This design comes from an exercise in tuning for small area on the open sky130 flow, not from production work.
Function was checked by simulation only, so behaviour that the tests miss may differ from the original.

<file path="run.sh">
#!/bin/bash
# synth_recipe.tcl (not shown) runs the flow's synth.tcl, then flattens the netlist and writes it again
# the make line also repeats each setting of config.mk as NAME=value (left out here)
make -C /OpenROAD-flow-scripts/flow DESIGN_CONFIG=/design/flow/config.mk WORK_HOME=/design/flow/orfs CLKGATE_MAP_FILE= SYNTH_SCRIPT=/design/flow/synth_recipe.tcl finish
</file>
<file path="config.mk">
export PLATFORM = sky130hd
export DESIGN_NAME = snake_game_top
export DESIGN_NICKNAME = snake_game_top
export VERILOG_FILES = /design/flow/design.v
export SDC_FILE = /design/flow/constraint.sdc
export NUM_CORES = 4
export LEC_CHECK = 0
export CAP_MARGIN = 20
export CORE_MARGIN = 2
export CORE_UTILIZATION = 40
export SLEW_MARGIN = 20
</file>
<file path="constraint.sdc">
create_clock -name core_clock -period 10.0 [get_ports {clock_25}]
set_input_delay 2.0000 -clock core_clock [delete_from_list [all_inputs] [get_ports {clock_25}]]
set_output_delay 2.0000 -clock core_clock [all_outputs]
set_load 0.01 [all_outputs]
</file>
<file path="design.v">
`default_nettype none
package snake_pkg;
    typedef struct packed {
        logic [7-1:0] x;     
        logic [7-1:0] y;     
    } cell_t;
    typedef enum logic [1:0] {
        HEAD_UP    = 2'd0,
        HEAD_DOWN  = 2'd1,
        HEAD_LEFT  = 2'd2,
        HEAD_RIGHT = 2'd3
    } heading_t;
    typedef enum logic [2:0] {
        IDLE         = 3'd0,
        WAIT         = 3'd1,
        COLLISION    = 3'd2,
        MOVING       = 3'd3,
        MOVE_DONE    = 3'd4,
        EATEN_FRUIT  = 3'd5,
        FRUIT_UPDATE = 3'd6,
        RESET_IDLE   = 3'd7
    } game_state_t;
    typedef struct packed {
        logic move;      
        logic grow;      
        logic place;     
        logic restart;   
    } game_ctrl_t;
    typedef struct packed {
        logic turn_right;
        logic turn_left;
    } turn_t;
endpackage
`default_nettype wire
`timescale 1ns/1ps
`default_nettype none
module button_sync (
    input  wire              clock_25,
    input  wire              reset,
    input  wire              turn_right_button,
    input  wire              turn_left_button,
    output snake_pkg::turn_t presses
);
    logic [1:0] raw_buttons;
    logic [1:0] stage_new;   
    logic [1:0] stage_old;   
    assign raw_buttons = {turn_right_button, turn_left_button};
    always_ff @(posedge clock_25 or negedge reset) begin
        if (!reset) begin
            stage_new <= '0;
            stage_old <= '0;
            presses   <= '0;
        end else begin
            stage_new <= raw_buttons;
            stage_old <= stage_new;
            presses.turn_right <= stage_new[1] & ~stage_old[1];
            presses.turn_left  <= stage_new[0] & ~stage_old[0];
        end
    end
endmodule
`default_nettype wire
`timescale 1ns/1ps
`default_nettype none
module snake_control (
    input  wire                   clock_25,
    input  wire                   reset,
    input  wire snake_pkg::turn_t presses,
    input  wire                   game_tick,
    input  wire                   head_crash,
    input  wire                   fruit_hit,
    input  wire                   fruit_bad,
    output snake_pkg::game_ctrl_t ctrl,
    output logic                  started,
    output logic                  game_over
);
    snake_pkg::game_state_t state;
    snake_pkg::game_state_t state_next;
    logic        any_press;
    assign any_press = presses.turn_right | presses.turn_left;   
    always_ff @(posedge clock_25 or negedge reset) begin
        if (!reset) state <= snake_pkg::RESET_IDLE;
        else        state <= state_next;
    end
    always_comb begin
        state_next = state;                              
        case (state)
            snake_pkg::RESET_IDLE:   state_next = snake_pkg::IDLE;
            snake_pkg::IDLE:         if (any_press) state_next = snake_pkg::WAIT;     
            snake_pkg::WAIT:         if (game_tick) state_next = snake_pkg::MOVING;
            snake_pkg::MOVING:       state_next = snake_pkg::MOVE_DONE;
            snake_pkg::MOVE_DONE: begin
                if (head_crash)     state_next = snake_pkg::COLLISION;
                else if (fruit_hit) state_next = snake_pkg::EATEN_FRUIT;
                else                state_next = snake_pkg::WAIT;
            end
            snake_pkg::EATEN_FRUIT:  state_next = snake_pkg::FRUIT_UPDATE;
            snake_pkg::FRUIT_UPDATE: if (!fruit_bad) state_next = snake_pkg::WAIT;    
            snake_pkg::COLLISION:    if (any_press) state_next = snake_pkg::RESET_IDLE;
            default:      state_next = snake_pkg::RESET_IDLE;
        endcase
    end
    always_comb begin
        ctrl         = '0;
        ctrl.move    = (state == snake_pkg::MOVING);
        ctrl.grow    = (state == snake_pkg::EATEN_FRUIT);
        ctrl.place   = (state == snake_pkg::FRUIT_UPDATE);
        ctrl.restart = (state == snake_pkg::RESET_IDLE);
    end
    assign started   = (state == snake_pkg::WAIT)      || (state == snake_pkg::MOVING) ||
                       (state == snake_pkg::MOVE_DONE) || (state == snake_pkg::EATEN_FRUIT) ||
                       (state == snake_pkg::FRUIT_UPDATE);
    assign game_over = (state == snake_pkg::COLLISION);
endmodule
`default_nettype wire
`timescale 1ns/1ps
`default_nettype none
module snake_steering (
    input  wire                        clock_25,
    input  wire                        reset,
    input  wire snake_pkg::turn_t      presses,
    input  wire snake_pkg::game_ctrl_t ctrl,
    input  wire                        started,
    input  wire snake_pkg::cell_t      head,
    input  wire snake_pkg::cell_t      neck,
    output snake_pkg::heading_t        heading
);
    snake_pkg::turn_t    turn_req;      
    snake_pkg::heading_t travel;        
    snake_pkg::heading_t turned;
    always_ff @(posedge clock_25 or negedge reset) begin
        if (!reset) begin
            turn_req <= '0;
        end else if (ctrl.restart) begin
            turn_req <= '0;
        end else if (started && (presses.turn_right || presses.turn_left)) begin
            if (presses.turn_right && presses.turn_left) turn_req <= '0;   
            else                                         turn_req <= presses;
        end else if (ctrl.move) begin
            turn_req <= '0;                              
        end
    end
    always_comb begin
        travel = heading;
        if (head.y == neck.y && head.x > neck.x)      travel = snake_pkg::HEAD_RIGHT;
        else if (head.y == neck.y && head.x < neck.x) travel = snake_pkg::HEAD_LEFT;
        else if (head.x == neck.x && head.y < neck.y) travel = snake_pkg::HEAD_UP;
        else if (head.x == neck.x && head.y > neck.y) travel = snake_pkg::HEAD_DOWN;
    end
    always_comb begin
        turned = travel;
        case (travel)
            snake_pkg::HEAD_UP:    turned = turn_req.turn_right ? snake_pkg::HEAD_RIGHT : snake_pkg::HEAD_LEFT;
            snake_pkg::HEAD_RIGHT: turned = turn_req.turn_right ? snake_pkg::HEAD_DOWN  : snake_pkg::HEAD_UP;
            snake_pkg::HEAD_DOWN:  turned = turn_req.turn_right ? snake_pkg::HEAD_LEFT  : snake_pkg::HEAD_RIGHT;
            snake_pkg::HEAD_LEFT:  turned = turn_req.turn_right ? snake_pkg::HEAD_UP    : snake_pkg::HEAD_DOWN;
            default:    turned = travel;
        endcase
    end
    always_ff @(posedge clock_25 or negedge reset) begin
        if (!reset)                                     heading <= snake_pkg::HEAD_RIGHT;
        else if (ctrl.restart)                          heading <= snake_pkg::HEAD_RIGHT;   
        else if (turn_req.turn_right || turn_req.turn_left) heading <= turned;
    end
endmodule
`default_nettype wire
`timescale 1ns/1ps
`default_nettype none
module snake_body (
    input  wire                        clock_25,
    input  wire                        reset,
    input  wire snake_pkg::game_ctrl_t ctrl,
    input  wire snake_pkg::heading_t   heading,
    output snake_pkg::cell_t           head,
    output snake_pkg::cell_t           neck,
    output logic [6-1:0] length,
    output logic                       head_crash,
    input  wire snake_pkg::cell_t      query,
    output logic                       occupied
);
    localparam int CB     = 7;
    localparam int SEGS   = 63 - 1;          
    localparam int X_LAST = 124 - 1;
    localparam int Y_LAST = 81 - 1;
    logic [SEGS-1:0][2*CB-1:0] segs;     
    snake_pkg::cell_t head_step;
    logic  self_hit;
    logic  wall_hit;
    always_comb begin
        head_step = head;
        case (heading)
            snake_pkg::HEAD_UP:    if (head.y != '0)         head_step.y = head.y - CB'(1);
            snake_pkg::HEAD_DOWN:  if (head.y != CB'(Y_LAST)) head_step.y = head.y + CB'(1);
            snake_pkg::HEAD_LEFT:  if (head.x != '0)         head_step.x = head.x - CB'(1);
            snake_pkg::HEAD_RIGHT: if (head.x != CB'(X_LAST)) head_step.x = head.x + CB'(1);
            default:    head_step = head;
        endcase
    end
    always_ff @(posedge clock_25 or negedge reset) begin
        if (!reset) begin
            head.x <= CB'(8);
            head.y <= CB'(40);
            length <= 6'(6);
        end else if (ctrl.restart) begin
            head.x <= CB'(8);               
            head.y <= CB'(40);
            length <= 6'(6);
        end else begin
            if (ctrl.move) head <= head_step;
            if (ctrl.grow && length != 6'(63))
                length <= length + 6'(1);  
        end
    end
    for (genvar g = 0; g < SEGS; g++) begin : g_seg
        always_ff @(posedge clock_25) begin
            if (ctrl.restart) begin
                if (g < 6 - 1)
                    segs[g] <= {CB'(8 - 1 - g),    
                                CB'(40)};
                else
                    segs[g] <= {(2*CB){1'b1}};           
            end else if (ctrl.move) begin
                if (g == 0)                        segs[g] <= head;
                else if (g < int'(length) - 1)     segs[g] <= segs[(g == 0) ? 0 : g-1];
            end
        end
    end
    always_comb begin
        self_hit = 1'b0;
        occupied = (query == head);
        for (int i = 0; i < SEGS; i++) begin
            if (i < int'(length) - 1) begin
                self_hit = self_hit | (segs[i] == head);
                occupied = occupied | (segs[i] == query);
            end
        end
    end
    assign wall_hit = (head.x == '0          && heading == snake_pkg::HEAD_LEFT)  ||
                      (head.x == CB'(X_LAST) && heading == snake_pkg::HEAD_RIGHT) ||
                      (head.y == '0          && heading == snake_pkg::HEAD_UP)    ||
                      (head.y == CB'(Y_LAST) && heading == snake_pkg::HEAD_DOWN);
    assign head_crash = self_hit | wall_hit;
    assign neck       = segs[0];
endmodule
`default_nettype wire
`timescale 1ns/1ps
`default_nettype none
module fruit_keeper (
    input  wire                        clock_25,
    input  wire                        reset,
    input  wire snake_pkg::game_ctrl_t ctrl,
    input  wire snake_pkg::cell_t      head,
    input  wire                        occupied,
    output snake_pkg::cell_t           query,
    output snake_pkg::cell_t           fruit,
    output logic                       fruit_hit,
    output logic                       fruit_bad,
    output logic [6:0]                 score
);
    localparam int CB = 7;
    logic [CB-1:0] lfsr_x;
    logic [CB-1:0] lfsr_y;
    snake_pkg::cell_t         candidate;
    always_ff @(posedge clock_25 or negedge reset) begin
        if (!reset) begin
            lfsr_x <= CB'(28);
            lfsr_y <= CB'(48);
        end else begin
            lfsr_x <= {lfsr_x[CB-2:0], lfsr_x[6] ^ lfsr_x[5]};
            lfsr_y <= {lfsr_y[CB-2:0], lfsr_y[6] ^ lfsr_y[5]};
        end
    end
    assign candidate = {lfsr_x, lfsr_y};
    always_ff @(posedge clock_25 or negedge reset) begin
        if (!reset) begin
            fruit.x <= CB'(9);
            fruit.y <= CB'(40);
            score   <= '0;
        end else if (ctrl.restart) begin
            fruit.x <= CB'(9);              
            fruit.y <= CB'(40);
            score   <= '0;
        end else if (ctrl.grow) begin
            fruit <= candidate;                          
            if (score == 7'(99)) score <= '0;
            else                          score <= score + 7'd1;
        end else if (ctrl.place && fruit_bad) begin
            fruit <= candidate;                          
        end
    end
    assign query = fruit;                                
    assign fruit_bad = occupied ||
                       (fruit.x >= CB'(124 - 1)) ||
                       (fruit.y >= CB'(81 - 1));
    assign fruit_hit = (fruit == head);
endmodule
`default_nettype wire
`timescale 1ns/1ps
`default_nettype none
module snake_game_top (
    input  wire                        clock_25,
    input  wire                        reset,
    input  wire                        turn_right_button,
    input  wire                        turn_left_button,
    input  wire                        game_tick,
    output snake_pkg::cell_t           head,
    output snake_pkg::cell_t           fruit,
    output logic [6-1:0] length,
    output logic [6:0]                 score,
    output logic                       started,
    output logic                       game_over
);
    snake_pkg::turn_t      presses;     
    snake_pkg::game_ctrl_t ctrl;        
    snake_pkg::heading_t   heading;
    snake_pkg::cell_t      neck;
    snake_pkg::cell_t      query;       
    logic       head_crash;
    logic       occupied;
    logic       fruit_hit;
    logic       fruit_bad;
    button_sync button_sync_i (
        .clock_25          (clock_25),
        .reset             (reset),
        .turn_right_button (turn_right_button),
        .turn_left_button  (turn_left_button),
        .presses           (presses)
    );
    snake_control snake_control_i (
        .clock_25   (clock_25),
        .reset      (reset),
        .presses    (presses),
        .game_tick  (game_tick),
        .head_crash (head_crash),
        .fruit_hit  (fruit_hit),
        .fruit_bad  (fruit_bad),
        .ctrl       (ctrl),
        .started    (started),
        .game_over  (game_over)
    );
    snake_steering snake_steering_i (
        .clock_25 (clock_25),
        .reset    (reset),
        .presses  (presses),
        .ctrl     (ctrl),
        .started  (started),
        .head     (head),
        .neck     (neck),
        .heading  (heading)
    );
    snake_body snake_body_i (
        .clock_25   (clock_25),
        .reset      (reset),
        .ctrl       (ctrl),
        .heading    (heading),
        .head       (head),
        .neck       (neck),
        .length     (length),
        .head_crash (head_crash),
        .query      (query),
        .occupied   (occupied)
    );
    fruit_keeper fruit_keeper_i (
        .clock_25  (clock_25),
        .reset     (reset),
        .ctrl      (ctrl),
        .head      (head),
        .occupied  (occupied),
        .query     (query),
        .fruit     (fruit),
        .fruit_hit (fruit_hit),
        .fruit_bad (fruit_bad),
        .score     (score)
    );
endmodule
`default_nettype wire
</file>
==> results of run 1 <==
[cell families after synthesis]
kind of cell	after synthesis	share of synthesized area
and+or+nand+nor	3399	0.276
DFF	936	0.341
buffers and inverters	556	0.0433
xor gates and xnor gates	1753	0.274
muxes	96	0.0174
AOI/OAI and AO/OA	362	0.0418
adders and majority gates	30	0.00696
[state kept, by name, indices dropped and copies added (netlist names), 3 cells and up]
| register | cells |
|---|---|
| snake_body_i.segs | 868 |
| fruit_keeper_i.lfsr_y | 7 |
| fruit_keeper_i.score | 7 |
| fruit_keeper_i.fruit | 14 |
| snake_body_i.head | 14 |
| snake_body_i.length | 6 |
| snake_control_i.state | 3 |
| fruit_keeper_i.lfsr_x | 7 |
[final timing paths]
path	end	slack, ns	startpoint	cells past startpoint
setup / recovery	snake_control_i.state[0]	4.36	snake_body_i.length[1]	13
hold / removal	button_sync_i.stage_old[1]	0.37	button_sync_i.stage_new[1]	0
setup reg to reg	snake_control_i.state[0]	4.36	snake_body_i.length[1]	13
hold reg to reg	button_sync_i.stage_old[1]	0.37	button_sync_i.stage_new[1]	0
max in group asynchronous	fruit_keeper_i.fruit[4]	7.71	reset	2
min in group asynchronous	snake_body_i.head[4]	1.49	reset	2
[routing by layer]
layer  routed length [um]  up-vias  part of all wire  global-route usage
met2                93900     2327              0.43               0.452
met3                19300      583             0.088              0.0570
met1                96100    24800              0.44               0.416
met5                   26        -           0.00012                   0
li1                     -    23200                 -                   -
met4                10500        4             0.048               0.130
[cells in the mapped netlist (all sizes together), types with 97 or more instances]
cell	number	area (um^2)
nor2	120	453
clkbuf	276	1040
xnor2	872	7640
xor2	881	7720
a21oi	101	509
nand2	1756	6590
nor3	97	497
nand4	227	1420
nor4	241	1530
dfxtp	868	17400
nand3	850	4250
buf	232	1200
[per-stage QoR]
| step | util | cell area, um^2 | std cells |
|---|---|---|---|
| 5_1_grt | 0.441 | 61500 | 8846 |
| 2_1_floorplan | - | 56100 | 7132 |
| 6_report | 0.441 | 61500 | 8849 |
| 3_5_place_dp | 0.414 | 57700 | 8651 |
| 4_1_cts | 0.441 | 61400 | 8845 |
| 3_3_place_gp | 0.414 | 57700 | 8651 |
[worst max-delay path: stages, from the launching register on]
cell and delay [ns]:
dfstp_2 0.90, inv_1 0.17, ha_1 0.41, buf_4 0.30, nor2b_1 0.18, o31ai_2 0.63
nand2_1 0.26, o21ai_1 0.45, o22ai_1 0.21, a2111oi_0 0.90, nand4_1 0.21, or3_1 0.53
o32a_1 0.32, o311ai_1 0.07
[cell usage in the layout, fill, tap and decap left out, types with 65 or more instances in the layout]
master and instances:
xor2_1 881, nor3_1 96, dfxtp_1 868, a21oi_1 94
buf_4 96, nor2_1 114, mux2i_1 85, o21ai_0 65
nor4_1 235, nand3_1 849, clkbuf_16 108, nand2_1 1755
xnor2_1 872, nand4_1 227
[layout make-up]
cell class,instances,area (um^2),area share
clock inverters,49,724,0.0118
clock buffers,145,3020,0.0492
inverters,48,180,0.00293
diodes,3,7.51,0.000122
flip-flops and latches,936,19200,0.312
multi-input cells,5640,34600,0.563
well taps,1876,2350,0.0382
repair buffers,152,1350,0.0219
==> results_dict.tcl, run 1 <==
set metrics [dict create \
    final_antenna_net_count 0 \
    tns_ns 0 \
    worst_pin_slew_ns 1.32 \
    cts_resized 0 \
    crit_arrival_ns 6.30 \
    synthCells 7132 \
    cts_tree "done" \
    gp_congestion 1.00 \
    finClkSkew_ns 0.0348 \
    synthArstFlopShare 0.0726 \
    die-area_um2 143000 \
    coreArea_um2 139000 \
    clk_latency_ns 0.75 \
    crit_fanout 24 \
    status "timing/DRC/antenna clean" \
    synth_cell_types 89 \
    endpoint_kind "flop" \
    max_cap_violations 0 \
    relSlewSlack 0.113 \
    portBuffers 47 \
    vias 50900 \
    grt_pass1_wl_um 326000 \
    h-tree-depth 3 \
    hold-worst-slack_ns 0.372 \
    period_share 0.564 \
    vias_per_cell 5.75 \
    synth_edf_count 0 \
    drc_errors 0 \
    cts_sinks 936 \
    die_w_um 378 \
    syn_to_final_growth_pct 9.63 \
    hold_violations 0 \
    cts_buffers 104 \
    row_count 137 \
    crit_required_ns 10.66 \
    startpoint_type "flop" \
    initial_core_util 0.402 \
    clkTransAtPathRegs_ns 0.07 \
    final.min_clock_period_ns 5.64 \
    grt_overflow 0 \
    die_height_um 378 \
    holdCritPathClass "reg2reg" \
    nNetsFinal 6917 \
    place_ws_ns 4.44 \
    drt_pass1_iterations 7 \
    drtIter0Drc 5927 \
    grt_pass1_vias 48300 \
    post-cts-setup-buffers 0 \
    fillers 13900 \
    io_pins 48 \
    rsz0062_at_grt "false" \
    drive_gt1_frac 0.0535 \
    synth_seq_cells 936 \
    antenna_found_initial 3 \
    routed_wirelength_um 220000 \
    setup_slack_ns 4.36 \
    grtUsageTotal 0.300 \
    hpwl_um 145000 \
    path_class "reg2reg" \
    synthesis.nets 7167 \
    setup_viol_count_final 0 \
    yosysWarnings 5 \
    cts_root_buf "clkbuf_16" \
    slew_viol_final 0 \
    clk_path_buf_depth 3 \
    synthesis.area_um2 56100 \
    ctsHoldBuffers 0 \
    grt_max_degree 210 \
    wl_per_cell_um 24.9 \
    max_freq_mhz 177 \
    syn_area_per_cell_um2 7.86 \
    synth_seq_area_share 0.341 \
    ys.flop_type "dfxtp_1" \
]
==> run 2, diff against run 1 <==
--- a/design.v
+++ b/design.v
@@ -71,4 +71,5 @@
     input  wire                   fruit_bad,
     output snake_pkg::game_ctrl_t ctrl,
+    output logic                  check_head,
     output logic                  started,
     output logic                  game_over
@@ -111,4 +112,5 @@
                        (state == snake_pkg::FRUIT_UPDATE);
     assign game_over = (state == snake_pkg::COLLISION);
+    assign check_head = (state == snake_pkg::MOVE_DONE);
 endmodule
 `default_nettype wire
@@ -176,4 +178,5 @@
     output logic                       head_crash,
     input  wire snake_pkg::cell_t      query,
+    input  wire                        check_head,  
     output logic                       occupied
 );
@@ -213,26 +216,30 @@
     for (genvar g = 0; g < SEGS; g++) begin : g_seg
         always_ff @(posedge clock_25) begin
-            if (ctrl.restart) begin
-                if (g < 6 - 1)
-                    segs[g] <= {CB'(8 - 1 - g),    
-                                CB'(40)};
-                else
-                    segs[g] <= {(2*CB){1'b1}};           
+            if (ctrl.restart && g < 6 - 1) begin
+                segs[g] <= {CB'(8 - 1 - g),    
+                            CB'(40)};
             end else if (ctrl.move) begin
-                if (g == 0)                        segs[g] <= head;
-                else if (g < int'(length) - 1)     segs[g] <= segs[(g == 0) ? 0 : g-1];
+                if (g == 0) segs[g] <= head;
+                else        segs[g] <= segs[(g == 0) ? 0 : g-1];
             end
         end
     end
+    logic fresh;
+    always_ff @(posedge clock_25) begin
+        if (ctrl.restart || ctrl.move) fresh <= 1'b0;
+        else if (ctrl.grow && length != 6'(63)) fresh <= 1'b1;
+    end
+    logic [6-1:0] nvalid;     
+    assign nvalid = length - 6'(1) - 6'(fresh);
+    snake_pkg::cell_t probe;
+    logic             body_hit;
+    assign probe = check_head ? head : query;
     always_comb begin
-        self_hit = 1'b0;
-        occupied = (query == head);
-        for (int i = 0; i < SEGS; i++) begin
-            if (i < int'(length) - 1) begin
-                self_hit = self_hit | (segs[i] == head);
-                occupied = occupied | (segs[i] == query);
-            end
-        end
+        body_hit = 1'b0;
+        for (int i = 0; i < SEGS; i++)
+            if (i < int'(nvalid)) body_hit = body_hit | (segs[i] == probe);
     end
+    assign self_hit = body_hit;
+    assign occupied = body_hit | (query == head);
     assign wall_hit = (head.x == '0          && heading == snake_pkg::HEAD_LEFT)  ||
                       (head.x == CB'(X_LAST) && heading == snake_pkg::HEAD_RIGHT) ||
@@ -319,4 +326,5 @@
     logic       fruit_hit;
     logic       fruit_bad;
+    logic       check_head;
     button_sync button_sync_i (
         .clock_25          (clock_25),
@@ -335,4 +343,5 @@
         .fruit_bad  (fruit_bad),
         .ctrl       (ctrl),
+        .check_head (check_head),
         .started    (started),
         .game_over  (game_over)
@@ -358,4 +367,5 @@
         .head_crash (head_crash),
         .query      (query),
+        .check_head (check_head),
         .occupied   (occupied)
     );
==> results_dict.tcl, run 2 <==
set metrics [dict create \
    hpwl_um 118000 \
    min_from "button_sync_i.stage_new[0]" \
    grt_pass1_wl_um 264000 \
    reg2reg_to "fruit_keeper_i.fruit[13]" \
    r2r_cells 14 \
    multi_input_area_um2 18900 \
    tns_ns 0 \
    drive_gt1_frac 0.0876 \
    place_inst 5360 \
    yosysWarnings 5 \
    critPathMaxStageDelay_ns 1.02 \
    place_ws_ns 3.21 \
    post-cts-setup-buffers 0 \
    row_count 126 \
    cts_resized 0 \
    synth_top_area_frac 0.504 \
    regArea_um2 27100 \
    io_pins 48 \
    drtIter0Drc 6338 \
    synth_edf_count 798 \
    final_antenna_net_count 0 \
    syn_area_per_cell_um2 12.1 \
    setup_viol_count_final 0 \
    clk_latency_ns 0.70 \
    cts_tree "done" \
    holdCritPathClass "reg2reg" \
    clkTransAtPathRegs_ns 0.06 \
    synthArstFlopShare 0.0726 \
    drt_pass1_iterations 7 \
    synthesis.nets 3972 \
    cts_buffers 101 \
    gp_congestion 0.970 \
    wl_per_cell_um 34.2 \
    worst_pin_slew_ns 1.24 \
    grt_pass1_vias 34200 \
    clk_path_buf_depth 3 \
    min_to "button_sync_i.stage_old[0]" \
    period_share 0.709 \
    synth_top_cell_by_area "edfxtp_1" \
    max_cap_violations 0 \
    vias_per_cell 6.57 \
    holdPathStages 0 \
    h-tree-depth 3 \
    final_common_cell "edfxtp_1" \
    syn_to_final_growth_pct 11.8 \
    routed_wirelength_um 189000 \
    coreArea_um2 118000 \
    rsz0062_at_grt "false" \
    synthCells 3936 \
    synth_seq_area_share 0.571 \
    ys.flop_type "edfxtp_1" \
    antenna_found_initial 4 \
    synthesis.area_um2 47500 \
    synth_seq_cells 937 \
    endpoint_kind "flop" \
    startpoint_type "flop" \
    max_freq_mhz 141 \
    final.min_clock_period_ns 7.09 \
    regMostFlops "snake_body_i.segs" \
    fillers 10700 \
    layout_common_cells "798 x edfxtp_1, 486 x xnor2_1, 380 x xor2_1" \
    setup_slack_ns 2.91 \
    cts_sinks 937 \
    slew_viol_final 0 \
    finClkSkew_ns 0.0300 \
    die_height_um 349 \
    hold_violations 0 \
    grt_overflow 0 \
    largest_registers "snake_body_i.segs: 868 flops, fruit_keeper_i.fruit: 14 flops, snake_body_i.head: 14 flops" \
    synth_cell_types 92 \
    die_w_um 349 \
    ctsHoldBuffers 0 \
    cts_root_buf "clkbuf_16" \
    drc_errors 0 \
    grtUsageTotal 0.305 \
    hold-worst-slack_ns 0.371 \
    die-area_um2 122000 \
    crit_required_ns 10.58 \
    status "timing/DRC/antenna clean" \
    portBuffers 47 \
    synthTopCellsByArea "edfxtp_1 50%, xnor2_1 9.0%, xor2_1 7.0%, dfxtp_1 3.0%, dfrtp_1 2.6%" \
    yosysMostFrequentCell "edfxtp_1" \
    largest_reg_flops 868 \
    r2r-start "snake_control_i.state[1]" \
    relSlewSlack 0.165 \
    grt_max_degree 188 \
    slowest_stage "dfstp_2" \
    nNetsFinal 3963 \
    synth_commonest_cells "798 x edfxtp_1, 486 x xnor2_1, 380 x xor2_1" \
    layout.cells.non_filler 5544 \
    reg2reg_slack_ns 2.91 \
    path_class "reg2reg" \
    initial_core_util 0.403 \
    vias 36400 \
    crit_arrival_ns 7.67 \
    path_cells "or3b_4 > buf_12 > mux2i_4 > buf_4 > buf_4 > a2111oi_0 > o2111ai_1 > or4_1 > nand4_1 > nor4_1 > nand4_1 > and4bb_4 > nor4b_1 > a211o_1" \
    crit_fanout 120 \
]
-- run 2: cell types whose count changed after synthesis, sizes merged, moves of 128 or more --
cell,delta
nand4,-128
nand2,-1604
nand3,-781
edfxtp,+798
dfxtp,-797
xor2,-501
xnor2,-386
-- run 2: stage by stage --
stage / area (um^2) / util
floorplan: 47600 / -
global placement: 49900 / 0.423
detailed placement: 49900 / 0.423
CTS: 53100 / 0.450
global route: 53100 / 0.450
finish: 53100 / 0.450
-- run 2: worst max path at each step --
stage | start | end | slack [ns] | cells past startpoint
after detailed placement | snake_control_i.state[1] | fruit_keeper_i.fruit[2] | 3.21 | 13
after global routing | snake_control_i.state[1] | fruit_keeper_i.fruit[13] | 2.96 | 12
after floorplan | snake_control_i.state[1] | snake_body_i.head[6] | -4.88 | 7
after CTS | snake_control_i.state[1] | fruit_keeper_i.fruit[13] | 3.22 | 13
final | snake_control_i.state[1] | fruit_keeper_i.fruit[13] | 2.91 | 14
after global placement | snake_control_i.state[1] | fruit_keeper_i.fruit[13] | 3.34 | 12
-- run 2: layer usage --
metal | global-route usage | vias to the layer above | wire (um)
li1 | - | 14800 | -
met1 | 0.406 | 18000 | 71000
met2 | 0.450 | 2941 | 80700
met3 | 0.0872 | 653 | 25600
met4 | 0.164 | 2 | 12200
met5 | 0 | - | 11
-- run 2: cell families (layout without fill, tap and decap cells) --
kind of cell	Yosys count	in the layout	synth area share
XOR/XNOR	866	866	0.160
AND/OR/NAND/NOR	831	831	0.0936
adder cells (fa/ha/maj)	31	31	0.00848
AO/OA/AOI/OAI	837	837	0.127
multiplexers	18	18	0.00508
buffers and inverters	416	486	0.0356
flip-flops	937	937	0.571
other	0	2	0
-- run 2: worst max-delay path: cells and delay by family (launching register included) --
kind / cells / cell delay (ns)
muxes: 1 / 0.34
buffers and inverters: 3 / 1.57
DFF: 1 / 1.02
and+or+nand+nor: 7 / 2.97
AOI/OAI and AO/OA: 3 / 0.72
-- run 2: cell type report --
type | count | share of cell area
antenna | 2 | 0.0000942
inverter | 140 | 0.00990
timing repair buffer | 164 | 0.0265
clock inverter | 55 | 0.00990
tap | 1536 | 0.0362
clock buffer | 127 | 0.0510
multi-input combinational | 2583 | 0.356
sequential | 937 | 0.511
==> run 3, diff against run 2 <==
--- a/design.v
+++ b/design.v
@@ -123,10 +123,8 @@
     input  wire snake_pkg::game_ctrl_t ctrl,
     input  wire                        started,
-    input  wire snake_pkg::cell_t      head,
-    input  wire snake_pkg::cell_t      neck,
+    input  wire snake_pkg::heading_t   travel,     
     output snake_pkg::heading_t        heading
 );
     snake_pkg::turn_t    turn_req;      
-    snake_pkg::heading_t travel;        
     snake_pkg::heading_t turned;
     always_ff @(posedge clock_25 or negedge reset) begin
@@ -143,11 +141,4 @@
     end
     always_comb begin
-        travel = heading;
-        if (head.y == neck.y && head.x > neck.x)      travel = snake_pkg::HEAD_RIGHT;
-        else if (head.y == neck.y && head.x < neck.x) travel = snake_pkg::HEAD_LEFT;
-        else if (head.x == neck.x && head.y < neck.y) travel = snake_pkg::HEAD_UP;
-        else if (head.x == neck.x && head.y > neck.y) travel = snake_pkg::HEAD_DOWN;
-    end
-    always_comb begin
         turned = travel;
         case (travel)
@@ -174,5 +165,5 @@
     input  wire snake_pkg::heading_t   heading,
     output snake_pkg::cell_t           head,
-    output snake_pkg::cell_t           neck,
+    output snake_pkg::heading_t        travel,      
     output logic [6-1:0] length,
     output logic                       head_crash,
@@ -185,8 +176,14 @@
     localparam int X_LAST = 124 - 1;
     localparam int Y_LAST = 81 - 1;
-    logic [SEGS-1:0][2*CB-1:0] segs;     
+    localparam int G      = 8;                           
+    localparam int NG     = (SEGS + G - 1) / G;
+    logic [SEGS-1:0] step_u;     
+    logic [SEGS-1:0] step_v;
     snake_pkg::cell_t head_step;
+    logic  clamped;              
+    logic  fresh;                
     logic  self_hit;
     logic  wall_hit;
+    logic  body_hit;
     always_comb begin
         head_step = head;
@@ -214,31 +211,85 @@
         end
     end
-    for (genvar g = 0; g < SEGS; g++) begin : g_seg
-        always_ff @(posedge clock_25) begin
-            if (ctrl.restart && g < 6 - 1) begin
-                segs[g] <= {CB'(8 - 1 - g),    
-                            CB'(40)};
-            end else if (ctrl.move) begin
-                if (g == 0) segs[g] <= head;
-                else        segs[g] <= segs[(g == 0) ? 0 : g-1];
-            end
+    always_ff @(posedge clock_25) begin
+        if (ctrl.restart) begin
+            step_u[6-2:0] <= '1;
+            step_v[6-2:0] <= '1;
+        end else if (ctrl.move) begin
+            step_u <= {step_u[SEGS-2:0], heading[0]};
+            step_v <= {step_v[SEGS-2:0], ~(heading[1] ^ heading[0])};
         end
     end
-    logic fresh;
     always_ff @(posedge clock_25) begin
-        if (ctrl.restart || ctrl.move) fresh <= 1'b0;
-        else if (ctrl.grow && length != 6'(63)) fresh <= 1'b1;
+        if (ctrl.move) begin
+            clamped <= (head_step == head);
+            fresh   <= 1'b0;
+        end else if (ctrl.grow && length != 6'(63)) begin
+            fresh   <= 1'b1;
+        end
     end
+    assign travel = snake_pkg::heading_t'({~(step_u[0] ^ step_v[0]), step_u[0]});
+    logic [7:0] dx, dy;                  
+    logic [8:0] du, dv, du1, dv1;
+    logic [7:0] ku, kv;                  
+    assign dx  = {1'b0, head.x} - {1'b0, query.x};
+    assign dy  = {1'b0, head.y} - {1'b0, query.y};
+    assign du  = check_head ? 9'd0 : ({dx[7], dx} + {dy[7], dy});
+    assign dv  = check_head ? 9'd0 : ({dx[7], dx} - {dy[7], dy});
+    assign du1 = du + 9'd1;
+    assign dv1 = dv + 9'd1;
+    assign ku  = du1[8:1];
+    assign kv  = dv1[8:1];
+    logic far;
+    assign far = (ku[7:5] != 3'b000 && ku[7:5] != 3'b111) ||
+                 (kv[7:5] != 3'b000 && kv[7:5] != 3'b111);
+    logic [SEGS-1:0] active;
     logic [6-1:0] nvalid;     
     assign nvalid = length - 6'(1) - 6'(fresh);
-    snake_pkg::cell_t probe;
-    logic             body_hit;
-    assign probe = check_head ? head : query;
-    always_comb begin
-        body_hit = 1'b0;
-        for (int i = 0; i < SEGS; i++)
-            if (i < int'(nvalid)) body_hit = body_hit | (segs[i] == probe);
+    for (genvar i = 0; i < SEGS; i++) begin : g_act
+        assign active[i] = (nvalid > 6'(i));
+    end
+    logic [6:0] tu [0:NG];
+    logic [6:0] tv [0:NG];
+    assign tu[0] = {ku[5], ku[5:0]};
+    assign tv[0] = {kv[5], kv[5:0]};
+    logic [SEGS-1:0] hit;
+    for (genvar k = 0; k < NG; k++) begin : g_grp
+        localparam int N = (SEGS - k*G < G) ? SEGS - k*G : G;
+        logic [3:0] pu, pv;
+        always_comb begin
+            pu = '0;
+            pv = '0;
+            for (int j = 0; j < N; j++) begin
+                pu = pu + 4'(step_u[k*G+j]);
+                pv = pv + 4'(step_v[k*G+j]);
+            end
+        end
+        assign tu[k+1] = tu[k] + 7'(G/2) - 7'(pu);
+        assign tv[k+1] = tv[k] + 7'(G/2) - 7'(pv);
+        logic in_u, in_v;
+        assign in_u = (tu[k][6:3] == 4'b0000) || (tu[k][6:3] == 4'b1111);
+        assign in_v = (tv[k][6:3] == 4'b0000) || (tv[k][6:3] == 4'b1111);
+        logic [3:0] ru [0:N];
+        logic [3:0] rv [0:N];
+        assign ru[0] = tu[k][3:0];
+        assign rv[0] = tv[k][3:0];
+        for (genvar j = 0; j < N; j++) begin : g_seg
+            if (j % 2 == 0) begin : g_even
+                assign ru[j+1] = ru[j] - 4'(step_u[k*G+j]);
+                assign rv[j+1] = rv[j] - 4'(step_v[k*G+j]);
+            end else begin : g_odd
+                assign ru[j+1] = ru[j] + 4'(!step_u[k*G+j]);
+                assign rv[j+1] = rv[j] + 4'(!step_v[k*G+j]);
+            end
+            assign hit[k*G+j] = in_u && in_v && (ru[j+1] == 4'd0) && (rv[j+1] == 4'd0) &&
+                                active[k*G+j];
+        end
+    end
+    logic [SEGS-1:0] odd_mask;
+    for (genvar i = 0; i < SEGS; i++) begin : g_par
+        assign odd_mask[i] = (i % 2 == 1);
     end
-    assign self_hit = body_hit;
+    assign body_hit = !far && (du[0] ? |(hit & ~odd_mask) : |(hit & odd_mask));
+    assign self_hit = body_hit | clamped;
     assign occupied = body_hit | (query == head);
     assign wall_hit = (head.x == '0          && heading == snake_pkg::HEAD_LEFT)  ||
@@ -247,5 +298,4 @@
                       (head.y == CB'(Y_LAST) && heading == snake_pkg::HEAD_DOWN);
     assign head_crash = self_hit | wall_hit;
-    assign neck       = segs[0];
 endmodule
 `default_nettype wire
@@ -320,5 +370,5 @@
     snake_pkg::game_ctrl_t ctrl;        
     snake_pkg::heading_t   heading;
-    snake_pkg::cell_t      neck;
+    snake_pkg::heading_t   travel;      
     snake_pkg::cell_t      query;       
     logic       head_crash;
@@ -353,6 +403,5 @@
         .ctrl     (ctrl),
         .started  (started),
-        .head     (head),
-        .neck     (neck),
+        .travel   (travel),
         .heading  (heading)
     );
@@ -363,5 +412,5 @@
         .heading    (heading),
         .head       (head),
-        .neck       (neck),
+        .travel     (travel),
         .length     (length),
         .head_crash (head_crash),
==> results_dict.tcl, run 3 <==
set metrics [dict create \
    cts_tree "done" \
    cts_root_buf "clkbuf_16" \
    routed_wirelength_um 77400 \
    slowest_stage "fa_2" \
    worstSetupStartpoint "snake_body_i.step_u[0]" \
    io_pins 48 \
    rsz0062_at_grt "true" \
    hpwl_um 63900 \
    place_area_um2 33400 \
    gp_congestion 0.878 \
    synth_top_area_frac 0.220 \
    status "complete, but fails checks" \
    wl_per_cell_um 16.7 \
    crit_fanout 14 \
    max_cap_violations 0 \
    critPathMostFrequentCell "inv_2" \
    place_ws_ns -2.40 \
    synthesis.nets 3686 \
    synthCells 3119 \
    synth_commonest_cells "584 x inv_1, 488 x ha_1, 188 x xnor2_1" \
    worst_pin_slew_ns 1.24 \
    clk_latency_ns 0.52 \
    startpoint_type "flop" \
    reg2reg_to "fruit_keeper_i.fruit[4]" \
    final.min_clock_period_ns 12.42 \
    portBuffers 47 \
    antenna_found_initial 1 \
    tns_ns -40.40 \
    final_common_cell "inv_1" \
    row_count 96 \
    final_antenna_net_count 0 \
    synthArstFlopShare 0.351 \
    path_class "reg2reg" \
    grt_max_degree 69 \
    reg2reg_slack_ns -2.42 \
    syn_area_per_cell_um2 8.89 \
    grt_pass1_vias 23300 \
    drc_errors 0 \
    yosysWarnings 23 \
    so.violations "negative setup slack" \
    setup_slack_ns -2.42 \
    coreArea_um2 68600 \
    period_share 1.24 \
    fillers 6558 \
    antenna-diode-count 0 \
    grt_overflow 0 \
    syn_to_final_growth_pct 23.9 \
    drive_gt1_frac 0.198 \
    multi_input_area_um2 20400 \
    yosysMostFrequentCell "inv_1" \
    hold-worst-slack_ns 0.378 \
    worstSetupEndpoint "fruit_keeper_i.fruit[4]" \
    finClkSkew_ns 0.0220 \
    cts_buffers 17 \
    drt_pass1_iterations 5 \
    h-tree-depth 4 \
    layout_common_cells "568 x inv_1, 545 x buf_4, 471 x ha_1" \
    endpoint_kind "flop" \
    drtIter0Drc 1476 \
    synthTopCellsByArea "ha_1 22%, edfxtp_1 12%, inv_1 7.9%, xnor2_1 5.9%, fa_1 5.3%" \
    clkTransAtPathRegs_ns 0.09 \
    fin_area_um2 34400 \
    r2r_cells 46 \
    max_freq_mhz 80.5 \
    synthesis.area_um2 27700 \
    die-area_um2 71500 \
    vias_per_cell 5.13 \
    largest_registers "snake_body_i.step_u: 62 flops, snake_body_i.step_v: 62 flops" \
    layout.cells.non_filler 4626 \
    place_inst 4579 \
    crit_required_ns 10.40 \
    crit_arrival_ns 12.82 \
    clk_path_buf_depth 2 \
    holdCritPathClass "reg2reg" \
    critPathMaxStageDelay_ns 0.60 \
    relSlewSlack 0.175 \
    die_height_um 267 \
    cts_sinks 194 \
    synth_edf_count 115 \
    synth_cell_types 94 \
    r2r-start "snake_body_i.step_u[0]" \
    die_w_um 267 \
    nNetsFinal 4249 \
    vias 23700 \
    grtUsageTotal 0.220 \
    synth_seq_area_share 0.195 \
    regArea_um2 5410 \
    grt_pass1_wl_um 123000 \
    synth_top_cell_by_area "ha_1" \
    ys.flop_type "edfxtp_1" \
    slew_viol_final 0 \
    synth_seq_cells 194 \
    hold_violations 0 \
    initial_core_util 0.404 \
    holdPathStages 0 \
    setup_viol_count_final 17 \
    final_core_util 0.501 \
]
run 3: cell types whose count changed after synthesis, sizes merged, moves of 48 or more:
cell / change
ha: +459
edfxtp: -683
nor3b: +63
clkbuf: -105
nor4: -70
o22ai: -80
xnor3: +48
buf: -117
fa: +72
xor2: -232
inv: +454
xnor2: -296
dfxtp: -60
run 3: worst min-delay path by stage:
stage | endpoint | start | slack (ns)
after floorplan | button_sync_i.stage_old[0] | button_sync_i.stage_new[0] | 0.35
after CTS | fruit_keeper_i.lfsr_x[4] | fruit_keeper_i.lfsr_x[3] | 0.38
after global routing | fruit_keeper_i.lfsr_x[4] | fruit_keeper_i.lfsr_x[3] | 0.38
final | button_sync_i.stage_old[0] | button_sync_i.stage_new[0] | 0.38
after detailed placement | button_sync_i.stage_old[0] | button_sync_i.stage_new[0] | 0.36
after global placement | button_sync_i.stage_old[1] | button_sync_i.stage_new[1] | 0.36
run 3: cell type report:
cell class,count,area share
Multi-Input combinational cell,2286,0.593
Sequential cell,194,0.157
Timing Repair Buffer,598,0.135
Inverter,585,0.0640
Tap cell,931,0.0339
Clock buffer,18,0.0125
Clock inverter,14,0.00510
run 3: what timing repair did:
item                       4_1_cts  5_1_grt
setup endpoints to repair       17       17
setup buffers                    8       11
hold buffers                     0        0
pin swaps                       11       39
gates resized for setup         21       45
run 3: metal layers:
layer  track usage  vias to the layer above  part of all wire
met1         0.300                    11200              0.48
met2         0.356                      444              0.45
li1              -                    12000                 -
met3        0.0388                       81             0.048
met4        0.0624                        2             0.022
met5             0                        -           0.00017
run 3: critical path: cells and delay by family (launching register included):
family	cells	cell delay, ns
fa+ha+maj	20	8.26
xor+xnor	4	1.06
compound gates	4	0.92
simple gates	4	0.87
buf+inv	14	0.83
flops	1	0.34
run 3: cells by family after synthesis:
kind of cell,after synthesis,synth area share
compound gates,510,0.121
xor+xnor,399,0.158
fa+ha+maj,562,0.274
buf+inv,639,0.0872
flops,194,0.195
mux,28,0.0103
simple gates,787,0.155
==> run 4, diff against run 3 <==
==> flow/run.sh (new file) <==
#!/bin/bash
# Own layout flow: the standard flow (standard.sh), with one change to synthesis.
# Synthesis is synth_recipe.tcl unchanged except that the adder step is skipped
# (ADDER_MAP_FILE empty) and abc maps with its default script at the real clock
# period (10000 ps) instead of ORFS's speed script. Registers are the same as in
# the standard synthesis: same passes before and after, same flop mapping.
set -euo pipefail
cd "$(dirname "$0")/.."
bash flow/mk_synth.sh synth_recipe.tcl > my_synth.tcl
bash standard.sh SYNTH_SCRIPT="$PWD/my_synth.tcl" ADDER_MAP_FILE= ABC_CLOCK_PERIOD_IN_PS=10000 finish > standard.log 2>&1
==> flow/mk_synth.sh (new file) <==
#!/bin/bash
# Called by run.sh
# make my_synth.tcl from synth_recipe.tcl: same synthesis, abc run with its default script
# usage: mk_synth.sh synth_recipe.tcl > my_synth.tcl
head -1 "$1"
cat <<'T'
proc abc {args} {
  set keep {}
  set skip 0
  foreach a $args {
    if {$skip} { set skip 0; continue }
    if {$a eq "-script"} { set skip 1; continue }
    lappend keep $a
  }
  yosys abc {*}$keep
}
T
tail -n +2 "$1"
==> standard.sh (new file) <==
#!/bin/bash
# synth_recipe.tcl (not shown) runs the flow's synth.tcl, then flattens the netlist and writes it again
# the make line also repeats each setting of config.mk as NAME=value (left out here)
make -C /OpenROAD-flow-scripts/flow DESIGN_CONFIG=/design/flow/config.mk WORK_HOME=/design/flow/orfs CLKGATE_MAP_FILE= SYNTH_SCRIPT=/design/flow/synth_recipe.tcl "${@:-finish}"
removed: run.sh
==> results_dict.tcl, run 4 <==
set metrics [dict create \
    hold-worst-slack_ns 0.375 \
    period_share 1.16 \
    ctsHoldBuffers 0 \
    place_area_um2 27800 \
    drt_pass1_iterations 8 \
    slowest_stage "xnor3_1" \
    cts_tree "done" \
    grtUsageTotal 0.236 \
    synth_seq_area_share 0.247 \
    initial_core_util 0.405 \
    synth_edf_count 115 \
    tns_ns -26.66 \
    worst_pin_slew_ns 0.993 \
    path_class "reg2reg" \
    status "complete, but fails checks" \
    hpwl_um 52200 \
    crit_arrival_ns 11.99 \
    clkTransAtPathRegs_ns 0.09 \
    multi_input_area_um2 16900 \
    wl_per_cell_um 16.7 \
    h-tree-depth 4 \
    die_w_um 238 \
    synth_top_cell_by_area "edfxtp_1" \
    cts_root_buf "clkbuf_16" \
    io_pins 48 \
    regArea_um2 5400 \
    synth_top_area_frac 0.158 \
    finClkSkew_ns 0.0143 \
    gp_congestion 0.937 \
    die-area_um2 56500 \
    synthCells 2497 \
    die_height_um 238 \
    crit_required_ns 10.39 \
    portBuffers 47 \
    grt_pass1_wl_um 105000 \
    nNetsFinal 3228 \
    yosysMostFrequentCell "xnor2_1" \
    reg2reg_slack_ns -1.60 \
    syn_area_per_cell_um2 8.74 \
    row_count 85 \
    synthesis.nets 2502 \
    layout_common_cells "690 x buf_4, 326 x xnor2_1, 292 x nand2_1" \
    place_inst 3824 \
    fillers 4859 \
    grt_overflow 0 \
    layout.cells.non_filler 3933 \
    largest_registers "snake_body_i.step_u: 62 flops, snake_body_i.step_v: 62 flops" \
    critPathMostFrequentCell "xnor3_1" \
    coreArea_um2 53900 \
    critPathMaxStageDelay_ns 0.44 \
    synthesis.area_um2 21800 \
    final_antenna_net_count 0 \
    cts_buffers 17 \
    drc_errors 0 \
    so.violations "negative setup slack" \
    setup_viol_count_final 17 \
    drive_gt1_frac 0.307 \
    drtIter0Drc 1017 \
    synthTopCellsByArea "edfxtp_1 16%, xnor2_1 15%, xor2_1 9.5%, xnor3_1 7.3%, dfrtp_1 5.6%" \
    hold_violations 0 \
    fin_area_um2 29900 \
    ys.flop_type "edfxtp_1" \
    max_freq_mhz 86.2 \
    cts_sinks 194 \
    antenna_found_initial 2 \
    rsz0062_at_grt "true" \
    yosysWarnings 23 \
    crit_fanout 7 \
    synth_commonest_cells "366 x xnor2_1, 295 x nand2_1, 291 x nor2_1" \
    synth_seq_cells 194 \
    startpoint_type "flop" \
    synthArstFlopShare 0.351 \
    relSlewSlack 0.338 \
    vias_per_cell 5.18 \
    holdCritPathClass "reg2reg" \
    grt_pass1_vias 20800 \
    setup_slack_ns -1.60 \
    synth_cell_types 99 \
    endpoint_kind "flop" \
    clk_latency_ns 0.52 \
    syn_to_final_growth_pct 36.8 \
    final.min_clock_period_ns 11.60 \
    grt_max_degree 70 \
    final_common_cell "buf_4" \
    vias 20400 \
    clk_path_buf_depth 2 \
    routed_wirelength_um 65700 \
    slew_viol_final 0 \
    max_cap_violations 0 \
]
## run 4: changes by cell type in the layout (fill, tap and decap cells not counted), moves of 66 or more
cell / previous run / this run
ha_1: 471 / 0
nand2_1: 131 / 292
buf_4: 545 / 690
maj3_1: 0 / 66
xnor2_1: 180 / 326
xor2_1: 140 / 215
nor2_1: 133 / 262
inv_1: 568 / 74
## run 4: path summary, 6_finish.rpt
kind / startpoint / to / depth (start not counted)
hold reg to reg: fruit_keeper_i.lfsr_x[2] / fruit_keeper_i.lfsr_x[3] / 0
setup reg to reg: snake_body_i.head[0] / fruit_keeper_i.fruit[8] / 48
max in group asynchronous: reset / fruit_keeper_i.fruit[8] / 2
min in group asynchronous: reset / snake_body_i.head[6] / 2
setup / recovery: snake_body_i.head[0] / fruit_keeper_i.fruit[8] / 48
hold / removal: fruit_keeper_i.lfsr_x[2] / fruit_keeper_i.lfsr_x[3] / 0
## run 4: repair_timing
item	4_1_cts	5_1_grt
pin swaps	27	12
resized for setup	129	43
cloned	1	0
buffers inserted	63	15
setup endpoints to repair	17	17
## run 4: through the flow
stage           util  worst slack, ns
3_5_place_dp   0.516            -2.26
3_3_place_gp   0.516            -2.19
4_1_cts        0.548            -1.62
2_1_floorplan      -            -1.40
5_1_grt        0.554            -2.16
6_report       0.554            -1.60
## run 4: cells by family (layout without fill, tap and decap cells)
family | after synthesis | after routing | synth area share
buf+inv | 115 | 854 | 0.0228
simple gates | 1046 | 1046 | 0.229
compound gates | 334 | 334 | 0.0969
flops | 194 | 194 | 0.247
other cells | 0 | 1 | 0
mux | 18 | 18 | 0.00906
xor+xnor | 721 | 721 | 0.363
fa+ha+maj | 69 | 69 | 0.0316
## run 4: final cells by class
type,count,area share
well taps,696,0.0292
inverters,75,0.00951
multi-input cells,2188,0.566
repair buffers,747,0.194
flip-flops and latches,194,0.181
clock buffers,19,0.0152
diodes,1,0.0000838
clock inverters,13,0.00587
## run 4: critical path, delay by kind of cell (launching register included)
| kind | cells | cell delay, ns |
|---|---|---|
| buffers and inverters | 5 | 0.75 |
| DFF | 1 | 0.40 |
| xor gates and xnor gates | 24 | 6.52 |
| muxes | 4 | 0.76 |
| adders and majority gates | 1 | 0.30 |
| AOI/OAI and AO/OA | 7 | 1.35 |
| and+or+nand+nor | 7 | 1.35 |
## run 4: layer usage
| metal | up-vias | GRT usage | part of all wire |
|---|---|---|---|
| met3 | 125 | 0.0365 | 0.037 |
| met5 | - | 0 | 0.00020 |
| met2 | 397 | 0.416 | 0.50 |
| met4 | 2 | 0.105 | 0.039 |
| li1 | 10100 | - | - |
| met1 | 9758 | 0.283 | 0.43 |
==> run 5, diff against run 4 <==
--- a/design.v
+++ b/design.v
@@ -169,4 +169,5 @@
     output logic                       head_crash,
     input  wire snake_pkg::cell_t      query,
+    input  wire snake_pkg::cell_t      next_query,  
     input  wire                        check_head,  
     output logic                       occupied
@@ -176,6 +177,7 @@
     localparam int X_LAST = 124 - 1;
     localparam int Y_LAST = 81 - 1;
-    localparam int G      = 8;                           
+    localparam int G      = 6;                           
     localparam int NG     = (SEGS + G - 1) / G;
+    localparam int RW     = 3;                           
     logic [SEGS-1:0] step_u;     
     logic [SEGS-1:0] step_v;
@@ -232,15 +234,28 @@
     logic [8:0] du, dv, du1, dv1;
     logic [7:0] ku, kv;                  
-    assign dx  = {1'b0, head.x} - {1'b0, query.x};
-    assign dy  = {1'b0, head.y} - {1'b0, query.y};
-    assign du  = check_head ? 9'd0 : ({dx[7], dx} + {dy[7], dy});
-    assign dv  = check_head ? 9'd0 : ({dx[7], dx} - {dy[7], dy});
+    assign dx  = {1'b0, head.x} - {1'b0, next_query.x};
+    assign dy  = {1'b0, head.y} - {1'b0, next_query.y};
+    assign du  = {dx[7], dx} + {dy[7], dy};
+    assign dv  = {dx[7], dx} - {dy[7], dy};
     assign du1 = du + 9'd1;
     assign dv1 = dv + 9'd1;
     assign ku  = du1[8:1];
     assign kv  = dv1[8:1];
-    logic far;
-    assign far = (ku[7:5] != 3'b000 && ku[7:5] != 3'b111) ||
+    logic [5:0] q_ku, q_kv;              
+    logic       q_far;
+    logic       q_odd;                   
+    always_ff @(posedge clock_25) begin
+        q_ku  <= ku[5:0];
+        q_kv  <= kv[5:0];
+        q_far <= (ku[7:5] != 3'b000 && ku[7:5] != 3'b111) ||
                  (kv[7:5] != 3'b000 && kv[7:5] != 3'b111);
+        q_odd <= du[0];
+    end
+    logic [5:0] pu, pv;
+    logic       far, odd;
+    assign pu  = check_head ? 6'd0 : q_ku;
+    assign pv  = check_head ? 6'd0 : q_kv;
+    assign far = !check_head && q_far;
+    assign odd = !check_head && q_odd;
     logic [SEGS-1:0] active;
     logic [6-1:0] nvalid;     
@@ -251,36 +266,36 @@
     logic [6:0] tu [0:NG];
     logic [6:0] tv [0:NG];
-    assign tu[0] = {ku[5], ku[5:0]};
-    assign tv[0] = {kv[5], kv[5:0]};
+    assign tu[0] = {pu[5], pu};
+    assign tv[0] = {pv[5], pv};
     logic [SEGS-1:0] hit;
     for (genvar k = 0; k < NG; k++) begin : g_grp
         localparam int N = (SEGS - k*G < G) ? SEGS - k*G : G;
-        logic [3:0] pu, pv;
+        logic [3:0] cu, cv;
         always_comb begin
-            pu = '0;
-            pv = '0;
+            cu = '0;
+            cv = '0;
             for (int j = 0; j < N; j++) begin
-                pu = pu + 4'(step_u[k*G+j]);
-                pv = pv + 4'(step_v[k*G+j]);
+                cu = cu + 4'(step_u[k*G+j]);
+                cv = cv + 4'(step_v[k*G+j]);
             end
         end
-        assign tu[k+1] = tu[k] + 7'(G/2) - 7'(pu);
-        assign tv[k+1] = tv[k] + 7'(G/2) - 7'(pv);
+        assign tu[k+1] = tu[k] + 7'(G/2) - 7'(cu);
+        assign tv[k+1] = tv[k] + 7'(G/2) - 7'(cv);
         logic in_u, in_v;
-        assign in_u = (tu[k][6:3] == 4'b0000) || (tu[k][6:3] == 4'b1111);
-        assign in_v = (tv[k][6:3] == 4'b0000) || (tv[k][6:3] == 4'b1111);
-        logic [3:0] ru [0:N];
-        logic [3:0] rv [0:N];
-        assign ru[0] = tu[k][3:0];
-        assign rv[0] = tv[k][3:0];
+        assign in_u = (tu[k][6:RW-1] == '0) || (tu[k][6:RW-1] == '1);
+        assign in_v = (tv[k][6:RW-1] == '0) || (tv[k][6:RW-1] == '1);
+        logic [RW-1:0] ru [0:N];
+        logic [RW-1:0] rv [0:N];
+        assign ru[0] = tu[k][RW-1:0];
+        assign rv[0] = tv[k][RW-1:0];
         for (genvar j = 0; j < N; j++) begin : g_seg
             if (j % 2 == 0) begin : g_even
-                assign ru[j+1] = ru[j] - 4'(step_u[k*G+j]);
-                assign rv[j+1] = rv[j] - 4'(step_v[k*G+j]);
+                assign ru[j+1] = ru[j] - RW'(step_u[k*G+j]);
+                assign rv[j+1] = rv[j] - RW'(step_v[k*G+j]);
             end else begin : g_odd
-                assign ru[j+1] = ru[j] + 4'(!step_u[k*G+j]);
-                assign rv[j+1] = rv[j] + 4'(!step_v[k*G+j]);
+                assign ru[j+1] = ru[j] + RW'(!step_u[k*G+j]);
+                assign rv[j+1] = rv[j] + RW'(!step_v[k*G+j]);
             end
-            assign hit[k*G+j] = in_u && in_v && (ru[j+1] == 4'd0) && (rv[j+1] == 4'd0) &&
+            assign hit[k*G+j] = in_u && in_v && (ru[j+1] == '0) && (rv[j+1] == '0) &&
                                 active[k*G+j];
         end
@@ -290,5 +305,5 @@
         assign odd_mask[i] = (i % 2 == 1);
     end
-    assign body_hit = !far && (du[0] ? |(hit & ~odd_mask) : |(hit & odd_mask));
+    assign body_hit = !far && (odd ? |(hit & ~odd_mask) : |(hit & odd_mask));
     assign self_hit = body_hit | clamped;
     assign occupied = body_hit | (query == head);
@@ -309,4 +324,5 @@
     input  wire                        occupied,
     output snake_pkg::cell_t           query,
+    output snake_pkg::cell_t           next_query,
     output snake_pkg::cell_t           fruit,
     output logic                       fruit_hit,
@@ -345,5 +361,6 @@
         end
     end
-    assign query = fruit;                                
+    assign query      = fruit;                           
+    assign next_query = candidate;                       
     assign fruit_bad = occupied ||
                        (fruit.x >= CB'(124 - 1)) ||
@@ -372,4 +389,5 @@
     snake_pkg::heading_t   travel;      
     snake_pkg::cell_t      query;       
+    snake_pkg::cell_t      next_query;  
     logic       head_crash;
     logic       occupied;
@@ -416,4 +434,5 @@
         .head_crash (head_crash),
         .query      (query),
+        .next_query (next_query),
         .check_head (check_head),
         .occupied   (occupied)
@@ -426,4 +445,5 @@
         .occupied  (occupied),
         .query     (query),
+        .next_query(next_query),
         .fruit     (fruit),
         .fruit_hit (fruit_hit),
==> results_dict.tcl, run 5 <==
set metrics [dict create \
    routed_wirelength_um 54200 \
    synthArstFlopShare 0.327 \
    worstSetupStartpoint "snake_body_i.step_v[0]" \
    antenna_found_initial 0 \
    synthesis.nets 2334 \
    cts_root_buf "clkbuf_16" \
    path_buf_inv 1 \
    hold-worst-slack_ns 0.373 \
    crit_family "XOR/XNOR gates" \
    synth_xor_area_frac 0.306 \
    clk_path_buf_depth 3 \
    tns_ns 0 \
    coreArea_um2 48600 \
    crit_fanout 9 \
    portBuffers 47 \
    drtIter0Drc 1001 \
    synth_seq_cells 208 \
    synth_compound_area_frac 0.110 \
    die_w_um 225 \
    antenna-diode-count 0 \
    synthCells 2329 \
    ctsHoldBuffers 0 \
    cts_sinks 208 \
    slew_viol_final 0 \
    synthSimpleGateAreaFrac 0.222 \
    drc_errors 0 \
    min_from "button_sync_i.stage_new[0]" \
    grt_max_degree 69 \
    critPathMaxStageDelay_ns 0.45 \
    final_common_cell "xnor2_1" \
    cts_tree "done" \
    reg2reg_slack_ns 0.46 \
    nNetsFinal 2477 \
    syn_area_per_cell_um2 8.42 \
    io_pins 48 \
    r2r-start "snake_body_i.step_v[0]" \
    synth_top_cell_by_area "edfxtp_1" \
    crit_required_ns 10.50 \
    vias_per_cell 5.40 \
    initial_core_util 0.403 \
    clk_latency_ns 0.62 \
    worst_pin_slew_ns 1.04 \
    drt_pass1_iterations 6 \
    synth_top_area_frac 0.176 \
    relSlewSlack 0.302 \
    synthTopCellsByArea "edfxtp_1 18%, xnor2_1 16%, xor2_1 11%, dfrtp_1 6.3%, nand2_1 5.0%" \
    slowest_stage "xnor3_2" \
    die_height_um 225 \
    hold_violations 0 \
    finClkSkew_ns 0.0737 \
    period_share 0.954 \
    drive_gt1_frac 0.0998 \
    endpoint_kind "flop" \
    grtUsageTotal 0.212 \
    yosys.area_share.adder 0.0363 \
    place_ws_ns -0.372 \
    yosysWarnings 29 \
    synth_edf_count 115 \
    critPathMostFrequentCell "xnor3_2" \
    synthesis.area_um2 19600 \
    place_inst 3055 \
    ys.flop_type "edfxtp_1" \
    die-area_um2 50800 \
    gp_congestion 0.925 \
    max_cap_violations 0 \
    synth_top_family_by_area "XOR/XNOR gates" \
    startpoint_type "flop" \
    synth_cell_types 69 \
    holdCritPathClass "reg2reg" \
    path_class "reg2reg" \
    final.min_clock_period_ns 9.54 \
    status "timing/DRC/antenna clean" \
    grt_pass1_wl_um 85800 \
    grt_pass1_vias 16400 \
    synth_commonest_cells "347 x xnor2_1, 263 x nand2_1, 259 x nor2_1" \
    clkTransAtPathRegs_ns 0.06 \
    layout_common_cells "331 x xnor2_1, 263 x nand2_1, 259 x nor2_1" \
    crit_arrival_ns 10.04 \
    final_antenna_net_count 0 \
    vias 16800 \
    syn_to_final_growth_pct 16.4 \
    cts_buffers 28 \
    synth_seq_area_share 0.290 \
    grt_overflow 0 \
    row_count 81 \
    setup_viol_count_final 0 \
    wl_per_cell_um 17.4 \
    yosysMostFrequentCell "xnor2_1" \
    hpwl_um 42300 \
    h-tree-depth 1 \
    largest_registers "snake_body_i.step_u: 62 flops, snake_body_i.step_v: 62 flops" \
    max_freq_mhz 105 \
    setup_slack_ns 0.456 \
    layout.cells.non_filler 3116 \
    muxShareOfSynthArea 0.0100 \
]
==> run 5: path summary, 6_finish.rpt <==
| check | end | depth (start not counted) |
|---|---|---|
| min reg2reg | button_sync_i.stage_old[0] | 0 |
| max | fruit_keeper_i.fruit[12] | 35 |
| max in group asynchronous | snake_body_i.head[9] | 2 |
| min in group asynchronous | fruit_keeper_i.lfsr_y[3] | 2 |
| max reg2reg | fruit_keeper_i.fruit[12] | 35 |
| min | button_sync_i.stage_old[0] | 0 |
==> run 5: final cells by class <==
| class | instances | area [um^2] |
|---|---|---|
| clock buffer | 44 | 903 |
| clock inverter | 8 | 103 |
| fill | 4677 | 25800 |
| inverter | 91 | 344 |
| multi-input combinational | 1987 | 13700 |
| sequential | 208 | 5680 |
| tap | 622 | 778 |
| timing repair buffer | 156 | 1300 |
==> run 5: what timing repair did <==
item                                    4_1_cts  5_1_grt
endpoints found under the setup margin       14       17
pin swaps                                     0        9
gates resized for setup                       3       42
setup buffers                                 3        6
==> run 5: worst reg2reg max path: cells and delay by family, from the launching register on <==
kind	cells	cell delay, ns
DFF	1	0.32
AOI/OAI and AO/OA	4	0.87
xor gates and xnor gates	21	5.64
and+or+nand+nor	3	0.38
buffers and inverters	1	0.15
adders and majority gates	4	1.57
muxes	2	0.51
==> run 5: logic make-up after synthesis <==
| logic type | after synthesis |
|---|---|
| multiplexers | 19 |
| buffers and inverters | 134 |
| flip-flops | 208 |
| AO/OA/AOI/OAI | 346 |
| adder cells (fa/ha/maj) | 71 |
| AND/OR/NAND/NOR | 924 |
| XOR/XNOR | 627 |
==> run 5: per-stage QoR <==
| stage | area, um^2 | util |
|---|---|---|
| after CTS | 22500 | 0.463 |
| after global routing | 22800 | 0.469 |
| final | 22800 | 0.469 |
| after detailed placement | 21500 | 0.441 |
| after floorplan | 19600 | - |
| after global placement | 21500 | 0.441 |
==> run 5: routing by layer <==
layer | GRT usage | part of all wire | vias to the layer above
li1 | - | - | 8341
met1 | 0.271 | 0.45 | 8059
met2 | 0.364 | 0.48 | 323
met3 | 0.0288 | 0.041 | 96
met4 | 0.0767 | 0.036 | 0
met5 | 0 | 0 | -

## afterwards: timing with drivers on the ports
Ports are ideal in the flow. The routed layouts listed here were re-timed in OpenROAD. Step 1, drivers: a clkbuf_16 drives clock_25 and a buf_2 each remaining input, both assumed. Step 2 times the ports against the registers' clock, not the clock port: input delays grow and output delays shrink by t, the midpoint of the rising clock arrivals with the driver on. Slacks: no drivers / after step 1 / after step 2; pairs: no drivers / after step 1.
run | t (ns) | slack for setup (ns) | pins driven straight from the clock port
run 1 | 0.809 | 4.357 / 4.357 / 4.357 | 1
run 2 | 0.760 | 2.911 / 2.911 / 2.911 | 1
run 3 | 0.566 | -2.417 / -2.417 / -2.417 | 1
run 4 | 0.563 | -1.598 / -1.598 / -1.598 | 1
run 5 | 0.637 | 0.456 / 0.456 / 0.456 | 1
